Background: an optimization exercise with open tools, aiming at small area, a short achievable clock period and few clock cycles per item. Do not read the settings as production practice.
The RTL was checked by simulation tests, not by an equivalence proof against the original design.
No activity file was given, so power comes from the tool's default toggle rates.

--- design.v ---
`default_nettype none
package mvm_pkg;
	localparam int ROWS   = 16;   
	localparam int COLS   = 16;   
	localparam int DATA_W = 8;
	localparam int ACC_W  = 16;   
	localparam int RING   = COLS + 1;   
	localparam int PH_W   = 5;    
	typedef logic signed [DATA_W-1:0] elem_t;
	typedef logic signed [ACC_W-1:0]  acc_t;
endpackage
`default_nettype wire
`timescale 1ns/1ps
`default_nettype none
module word_ram #(
	parameter int WIDTH = 8,
	parameter int DEPTH = 17
) (
	input  logic                         clk,
	input  logic                         ins,
	input  logic [WIDTH-1:0]             wdata,
	output logic [DEPTH-1:0][WIDTH-1:0]  slot
);
	always_ff @(posedge clk) begin
		slot[0] <= ins ? wdata : slot[DEPTH-1];
		for (int i = 1; i < DEPTH; i++) begin
			slot[i] <= slot[i-1];
		end
	end
endmodule
`default_nettype wire
`timescale 1ns/1ps
`default_nettype none
module mac_row #(
	parameter int TAP = 0
) (
	input  logic           clk,
	input  logic           ins,        
	input  mvm_pkg::elem_t data_q,
	input  logic           first,      
	input  mvm_pkg::elem_t x_op,       
	output mvm_pkg::acc_t  acc,
	output mvm_pkg::acc_t  acc_next
);
	logic [mvm_pkg::RING-1:0][mvm_pkg::DATA_W-1:0] slot;
	mvm_pkg::elem_t a_elem;
	word_ram #(
		.WIDTH(mvm_pkg::DATA_W),
		.DEPTH(mvm_pkg::RING)
	) ring_i (
		.clk  (clk),
		.ins  (ins),
		.wdata(data_q),
		.slot (slot)
	);
	assign a_elem = slot[TAP];
	assign acc_next = (first ? mvm_pkg::acc_t'(0) : acc)
		+ mvm_pkg::acc_t'(a_elem) * mvm_pkg::acc_t'(x_op);
	always_ff @(posedge clk) begin
		acc <= acc_next;
	end
endmodule
`default_nettype wire
`timescale 1ns/1ps
`default_nettype none
module result_store (
	input  logic                              clk,
	input  logic                              first,     
	input  mvm_pkg::acc_t                     acc0_next,
	input  mvm_pkg::acc_t [mvm_pkg::ROWS-1:0] acc,
	output mvm_pkg::acc_t                     data_out
);
	logic [3:0] rd_idx;
	always_ff @(posedge clk) begin
		rd_idx   <= first ? 4'd1 : rd_idx + 4'd1;
		data_out <= first ? acc0_next : acc[rd_idx];
	end
endmodule
`default_nettype wire
`timescale 1ns/1ps
`default_nettype none
module mvm_sequencer (
	input  logic                      clk,
	input  logic                      reset,
	input  logic                      load_matrix,
	input  logic                      load_vector,
	input  logic                      start,
	output logic [mvm_pkg::ROWS-1:0]  row_ins,    
	output logic                      vec_ins,    
	output logic [mvm_pkg::PH_W-1:0]  x_sel,      
	output logic                      x1_valid,   
	output logic                      x2_valid,
	output logic                      m_first,    
	output logic                      done
);
	localparam logic [mvm_pkg::PH_W-1:0] PH_LAST = mvm_pkg::PH_W'(mvm_pkg::RING - 1);
	logic [mvm_pkg::PH_W-1:0] ph;
	logic       m_act;
	logic [7:0] m_cnt;
	logic [3:0] v_cnt;
	logic       aligned;    
	logic       valid;      
	logic       fb_wait;
	logic       fb_run;
	logic       x2_first;
	logic       x2_fb_last;
	logic [5:0] x_sel_sum;
	logic [mvm_pkg::PH_W-1:0] x_sel_shift;
	assign x_sel_sum   = 6'(x_sel) + 6'(ph) + 6'd2;
	assign x_sel_shift = (x_sel_sum >= 6'd34) ? 5'(x_sel_sum - 6'd34)
		: (x_sel_sum >= 6'd17) ? 5'(x_sel_sum - 6'd17) : 5'(x_sel_sum);
	always_ff @(posedge clk) begin
		if (reset) begin
			ph <= '0;
		end else if (load_matrix) begin
			ph <= PH_LAST;
		end else begin
			ph <= (ph == PH_LAST) ? '0 : ph + 1'b1;
		end
	end
	always_ff @(posedge clk) begin
		if (reset) begin
			m_act <= 1'b0;
		end else if (load_matrix) begin
			m_act <= 1'b1;
		end else if (m_act && m_cnt == 8'hff) begin
			m_act <= 1'b0;
		end
		m_cnt <= load_matrix ? 8'd0 : m_cnt + 8'd1;
		for (int r = 0; r < mvm_pkg::ROWS; r++) begin
			row_ins[r] <= !reset && m_act && (m_cnt[7:4] == r[3:0]);
		end
	end
	always_ff @(posedge clk) begin
		if (reset) begin
			vec_ins <= 1'b0;
		end else if (load_vector) begin
			vec_ins <= 1'b1;
		end else if (v_cnt == 4'hf) begin
			vec_ins <= 1'b0;
		end
		v_cnt <= load_vector ? 4'd0 : v_cnt + 4'd1;
		if (load_vector) begin
			x_sel   <= PH_LAST - ph;
			aligned <= (ph == '0);
		end else if (load_matrix) begin
			x_sel   <= x_sel_shift;   
		end
	end
	always_ff @(posedge clk) begin
		if (reset) begin
			valid <= 1'b0;
		end else if (load_matrix) begin
			valid <= 1'b0;
		end else if (load_vector) begin
			valid <= (ph == '0);
		end else if (x2_fb_last) begin
			valid <= 1'b1;
		end
	end
	always_ff @(posedge clk) begin
		if (reset) begin
			fb_wait <= 1'b0;
			fb_run  <= 1'b0;
		end else begin
			if (start && !valid) begin
				if (ph == '0) begin
					fb_run <= 1'b1;
				end else begin
					fb_wait <= 1'b1;
				end
			end
			if (fb_wait && ph == '0) begin
				fb_wait <= 1'b0;
				fb_run  <= 1'b1;
			end
			if (fb_run && ph == PH_LAST) begin
				fb_run <= 1'b0;
			end
		end
	end
	assign x1_valid = (vec_ins && aligned) || fb_run;
	always_ff @(posedge clk) begin
		if (reset) begin
			x2_valid   <= 1'b0;
			x2_first   <= 1'b0;
			x2_fb_last <= 1'b0;
			m_first    <= 1'b0;
			done       <= 1'b0;
		end else begin
			x2_valid   <= x1_valid;
			x2_first   <= x1_valid && (ph == 5'd1);
			x2_fb_last <= fb_run && (ph == PH_LAST);
			m_first    <= x2_first;
			done       <= (start && valid) || x2_fb_last;
		end
	end
endmodule
`default_nettype wire
`timescale 1ns/1ps
`default_nettype none
module mvm_top (
	input  logic           clk,
	input  logic           reset,
	input  logic           load_matrix,
	input  logic           load_vector,
	input  logic           start,
	input  mvm_pkg::elem_t data_in,
	output logic           done,
	output mvm_pkg::acc_t  data_out
);
	logic [mvm_pkg::ROWS-1:0] row_ins;
	logic                     vec_ins;
	logic [mvm_pkg::PH_W-1:0] x_sel;
	logic                     x1_valid;
	logic                     x2_valid;
	logic                     m_first;
	mvm_pkg::elem_t           data_q;
	mvm_pkg::elem_t           x_r;
	mvm_pkg::elem_t           x_op;
	logic [mvm_pkg::RING-1:0][mvm_pkg::DATA_W-1:0] x_slot;
	mvm_pkg::acc_t [mvm_pkg::ROWS-1:0] acc;
	mvm_pkg::acc_t [mvm_pkg::ROWS-1:0] acc_next;
	mvm_sequencer seq_i (
		.clk        (clk),
		.reset      (reset),
		.load_matrix(load_matrix),
		.load_vector(load_vector),
		.start      (start),
		.row_ins    (row_ins),
		.vec_ins    (vec_ins),
		.x_sel      (x_sel),
		.x1_valid   (x1_valid),
		.x2_valid   (x2_valid),
		.m_first    (m_first),
		.done       (done)
	);
	word_ram #(
		.WIDTH(mvm_pkg::DATA_W),
		.DEPTH(mvm_pkg::RING)
	) vec_ring_i (
		.clk  (clk),
		.ins  (vec_ins),
		.wdata(data_in),
		.slot (x_slot)
	);
	always_ff @(posedge clk) begin
		data_q <= data_in;
		x_r    <= vec_ins ? data_in : x_slot[x_sel];
		x_op   <= x2_valid ? x_r : '0;
	end
	for (genvar r = 0; r < mvm_pkg::ROWS; r++) begin : g_row
		mac_row #(
			.TAP((r + 2) % mvm_pkg::RING)
		) row_i (
			.clk     (clk),
			.ins     (row_ins[r]),
			.data_q  (data_q),
			.first   (m_first),
			.x_op    (x_op),
			.acc     (acc[r]),
			.acc_next(acc_next[r])
		);
	end
	result_store res_i (
		.clk      (clk),
		.first    (done),
		.acc0_next(acc_next[0]),
		.acc      (acc),
		.data_out (data_out)
	);
endmodule
`default_nettype wire
--- constraint.sdc ---
create_clock -name core_clock -period 6.5 [get_ports {clk}]
set_input_delay 1.3000 -clock core_clock [delete_from_list [all_inputs] [get_ports {clk}]]
set_output_delay 1.3000 -clock core_clock [all_outputs]
set_load 0.01 [all_outputs]
--- config.mk ---
export PLATFORM = sky130hd
export DESIGN_NAME = mvm_top
export DESIGN_NICKNAME = mvm_top
export VERILOG_FILES = /design/flow/design.v
export SDC_FILE = /design/flow/constraint.sdc
export NUM_CORES = 4
export LEC_CHECK = 0
export CAP_MARGIN = 20
export CORE_MARGIN = 2
export CORE_UTILIZATION = 40
export SLEW_MARGIN = 20
--- run.sh ---
#!/bin/bash
# synth_recipe.tcl (not shown) runs the flow's synth.tcl, then flattens the netlist and writes it again
# the make line also repeats each setting of config.mk as NAME=value (left out here)
make -C /OpenROAD-flow-scripts/flow DESIGN_CONFIG=/design/flow/config.mk WORK_HOME=/design/flow/orfs CLKGATE_MAP_FILE= SYNTH_SCRIPT=/design/flow/synth_recipe.tcl finish
==> flow_metrics.py <==
metrics = {
    "floorplan": {
        "start_util": 0.402,
        "coreArea_mm2": 0.268,
        "die_h_um": 523,
        "die_w_um": 523,
        "placementRows": 190,
        "die_area_mm2": 0.274,
        "ioPinCount": 30,
    },
    "global_route": {
        "use_met2": 0.275,
        "top_usage_layer": "met2",
        "use_met1": 0.238,
        "overflow": 0,
        "use_met3": 0.0259,
        "track_usage": 0.171,
        "grt_max_degree": 71,
        "grt_antenna_before_repair": 25,
        "grt_pass1_wl_um": 362000,
        "grt_pass1_vias": 61486,
    },
    "route": {
        "num_vias": 57392,
        "drtIter0Drc": 3227,
        "wl_per_cell_um": 18.2,
        "routed_wl_um": 226000,
        "drc": 0,
        "dr.pass1.iters": 7,
        "ant_nets": 0,
        "vias_per_cell": 4.62,
    },
    "clocking": {
        "clk_pin_slew_ns": 0.06,
        "clock_sinks": 2661,
        "post_cts_buffers": 0,
        "cts-root-buf": "clkbuf_16",
        "cts_tree": "done",
        "htreeDepth": 5,
        "cts-buffers-inserted": 284,
        "post_cts_resized": 0,
        "clockBufferDepth": 4,
        "cts_hold_buffers": 0,
        "clk_latency_ns": 0.95,
    },
    "synthesis": {
        "netlist-cell-type-count": 68,
        "synth_area_mm2": 0.108,
        "synth-compound-area-share": 0.0232,
        "ys_ff_latch": 2661,
        "syn_nets": 10222,
        "ys_top_cells_by_area": "dfxtp_1 49%, fa_1 21%, ha_1 7.1%",
        "synth_area_leader_cell": "dfxtp_1",
        "synthFlopType": "dfxtp_1",
        "synth-xor-area-share": 0.0263,
        "ys_seq_area_frac": 0.495,
        "synth.avg_cell_area_um2": 12.7,
        "synth_top_family_by_area": "adder cells",
        "async_flop_share": 0,
        "ys_warn_count": 20,
        "synth.area.mux_share": 0.0412,
        "synth_top_area_share": 0.493,
        "synth-simple-area-share": 0.0839,
        "synthCells": 8458,
        "synthAdderAreaFrac": 0.282,
        "synth-edff-count": 6,
    },
    "critical_path": {
        "cp-end-kind": "register",
        "r2r_start": "x_op[0]$_SDFF_PN0_",
        "crit_path_max_fanout": 34,
        "cp.required_ns": 7.27,
        "worstSetupPathType": "reg2reg",
        "crit_start": "x_op[0]$_SDFF_PN0_",
        "cp-start-kind": "register",
        "rr_worst_depth": 15,
        "cp_data_arrival_time_ns": 6.43,
    },
    "flow_run": {
        "cap_violations": 0,
    },
    "hold_path": {
        "hold-path-cell-count": 0,
        "hold_path_class": "reg2reg",
        "min-delay-start": "g_row[10].row_i.ring_i.slot[106]$_DFF_P_",
    },
    "sta": {
        "fin_setup_tns_ns": 0,
        "fin_crit_ns": 5.66,
        "maxSlewHeadroom": 0.289,
        "drv_slew": 0,
        "max_freq_mhz": 177,
        "finalSetupViolations": 0,
        "fin_skew_ns": 0.0824,
        "grt_setup_unrepaired": "no",
        "tightest_slew_ns": 1.06,
        "hold-worst-slack_ns": 0.263,
        "period_share": 0.871,
        "hold_violations": 0,
    },
    "pwr": {
        "powerDensity_mw_per_mm2": 363,
        "p_leak_nw": 55.4,
        "ir_worst_vdd_mv": 0.187,
        "power_w": 0.0442,
    },
    "placed_design": {
        "hpwl_um": 166000,
        "gp_congestion": 0.879,
        "io_buffers": 29,
        "dpl.cell_count": 11916,
    },
    "final_layout": {
        "fin_cells": 12414,
        "drive_gt1_frac": 0.0895,
        "fin_util": 0.455,
        "fillers": 23864,
        "fin_nets": 10414,
        "area_growth_pct": 13.1,
    },
    "run_status": {
        "status": "no timing/DRC/antenna violations",
    },
}
registers in the layout, summed over array words and instances (netlist names), 4 cells and up:
name	flops
x_op	8
g_row.row_i.acc	256
vec_ring_i.slot	136
seq_i.m_cnt	8
x_r	8
res_i.data_out	16
seq_i.x_sel	5
data_q	8
res_i.rd_idx	4
g_row.row_i.ring_i.slot	2176
seq_i.ph	5
seq_i.v_cnt	4
seq_i.row_ins	16
cell usage after synthesis (68+ instances only):
master	number
nand2b_1	168
ha_1	614
o21ai_0	84
mux4_2	85
xnor2_1	281
and2_1	543
mux2_2	146
clkbuf_1	183
nor3_1	80
nand2_1	423
inv_1	1160
dfxtp_1	2655
a21oi_1	68
nor2_1	211
nor2b_1	182
fa_1	1137
cell usage in the layout, fill, tap and decap left out, types with 26 or more instances in the layout:
cell type        netlist  final
nand2_1              423    423
a21o_1                26     26
or3_1                 28     28
clkbuf_1             183     47
mux2_2               146    146
buf_4                  1     80
nand2b_1             168    168
xnor2_1              281    281
and2_1               543    543
nor2_1               211    211
clkinv_2               0     36
nor2b_1              182    182
a21oi_1               68     68
bufinv_16              0     29
fa_1                1137   1137
nor3_1                80     80
xor2_1                43     43
clkbuf_16              0    289
mux4_1                31     31
mux4_2                85     85
ha_1                 614    614
inv_1               1160   1159
clkdlybuf4s50_1        0     29
o21ai_0               84     84
dfxtp_1             2655   2636
a211oi_1              30     30
clkbuf_8               0     43
metrics by stage:
stage	instance area, µm²	worst slack [ns]
floorplan	108000	0.611
global placement	112000	0.848
detailed placement	112000	0.871
CTS	122000	0.860
global route	122000	0.427
finish	122000	0.842
critical path, stage by stage, from the launching register on:
cell      delay (ns)
dfxtp_4         0.70
buf_12          0.27
and2_1          0.51
inv_1           0.13
fa_1            0.50
inv_1           0.05
fa_1            0.48
fa_1            0.57
fa_1            0.43
fa_1            0.44
ha_1            0.32
o21ai_0         0.09
nand2b_1        0.13
a311oi_1        0.38
nor2_1          0.13
o311ai_0        0.33
logic make-up (layout without fill, tap and decap cells):
| logic type | Yosys count | in the layout |
|---|---|---|
| AO/OA/AOI/OAI | 367 | 367 |
| XOR/XNOR | 324 | 324 |
| adder cells (fa/ha/maj) | 1751 | 1751 |
| buffers and inverters | 1371 | 1763 |
| flip-flops | 2661 | 2661 |
| multiplexers | 269 | 269 |
| other | 0 | 12 |
| AND/OR/NAND/NOR | 1715 | 1715 |
where the power goes:
part | internal (W) | switching [W]
Combinational | 0.00435 | 0.00526
Clock | 0.00982 | 0.00636
Sequential | 0.0173 | 0.00115
Total | 0.0315 | 0.0128
layer usage:
layer  vias to the layer above  share of wire  wire [µm]
met3                       382          0.045      10200
met5                         -       0.000031          7
met1                     29212           0.46     104000
met4                         2          0.031       7100
met2                      1069           0.46     105000
li1                      26727              -          -
path summary, 6_finish.rpt:
path | to | slack, ns
worst max-delay path | g_row[10].row_i.acc[14]$_DFF_P_ | 0.84
worst min-delay path | g_row[10].row_i.ring_i.slot[114]$_DFF_P_ | 0.26
worst max register to register | g_row[10].row_i.acc[14]$_DFF_P_ | 0.84
worst min register to register | g_row[10].row_i.ring_i.slot[114]$_DFF_P_ | 0.26
area by class of cell:
| class | count | area [µm²] | share of cell area |
|---|---|---|---|
| Clock buffer | 379 | 8000 | 0.0656 |
| Multi-Input combinational cell | 4426 | 49300 | 0.404 |
| Inverter | 1160 | 4360 | 0.0357 |
| Tap cell | 3552 | 4440 | 0.0364 |
| Sequential cell | 2661 | 53400 | 0.438 |
| Antenna cell | 12 | 30.0 | 0.000246 |
| Timing Repair Buffer | 117 | 1050 | 0.00862 |
| Clock inverter | 107 | 1430 | 0.0117 |
Testbench counts, summed over its fixed seeds: cycles 10,104, items 192.

==> port drivers added, routing unchanged <==
The results above use ideal ports. As a check the final layout listed here was re-extracted and re-timed, cells and wires unchanged.
Step 1 (the two cells are an assumption about what drives the block):
set clk [get_ports {clk}]
set_driving_cell -lib_cell sky130_fd_sc_hd__clkbuf_16 $clk
set_driving_cell -lib_cell sky130_fd_sc_hd__buf_2 [delete_from_list [all_inputs] $clk]
Step 2 moves the port delays by t, midway between the first and last clock arrival at a register: inputs arrive t later, outputs are due t later. That takes back most of the time a late clock gives input paths.
Slacks: ideal / step 1 / step 2; pairs: ideal / step 1.
shift t [ns]: 1.006
slack for setup (ns): 0.842 / 0.842 / 0.842
hold WS [ns]: 0.263 / 0.263 / 0.263
latest minus earliest clock arrival (ns): 0.101 / 0.101
After both steps this run still meets setup and hold. The setup slack of this run moves by 0.000 ns with the drivers and by 0.000 ns with both steps.
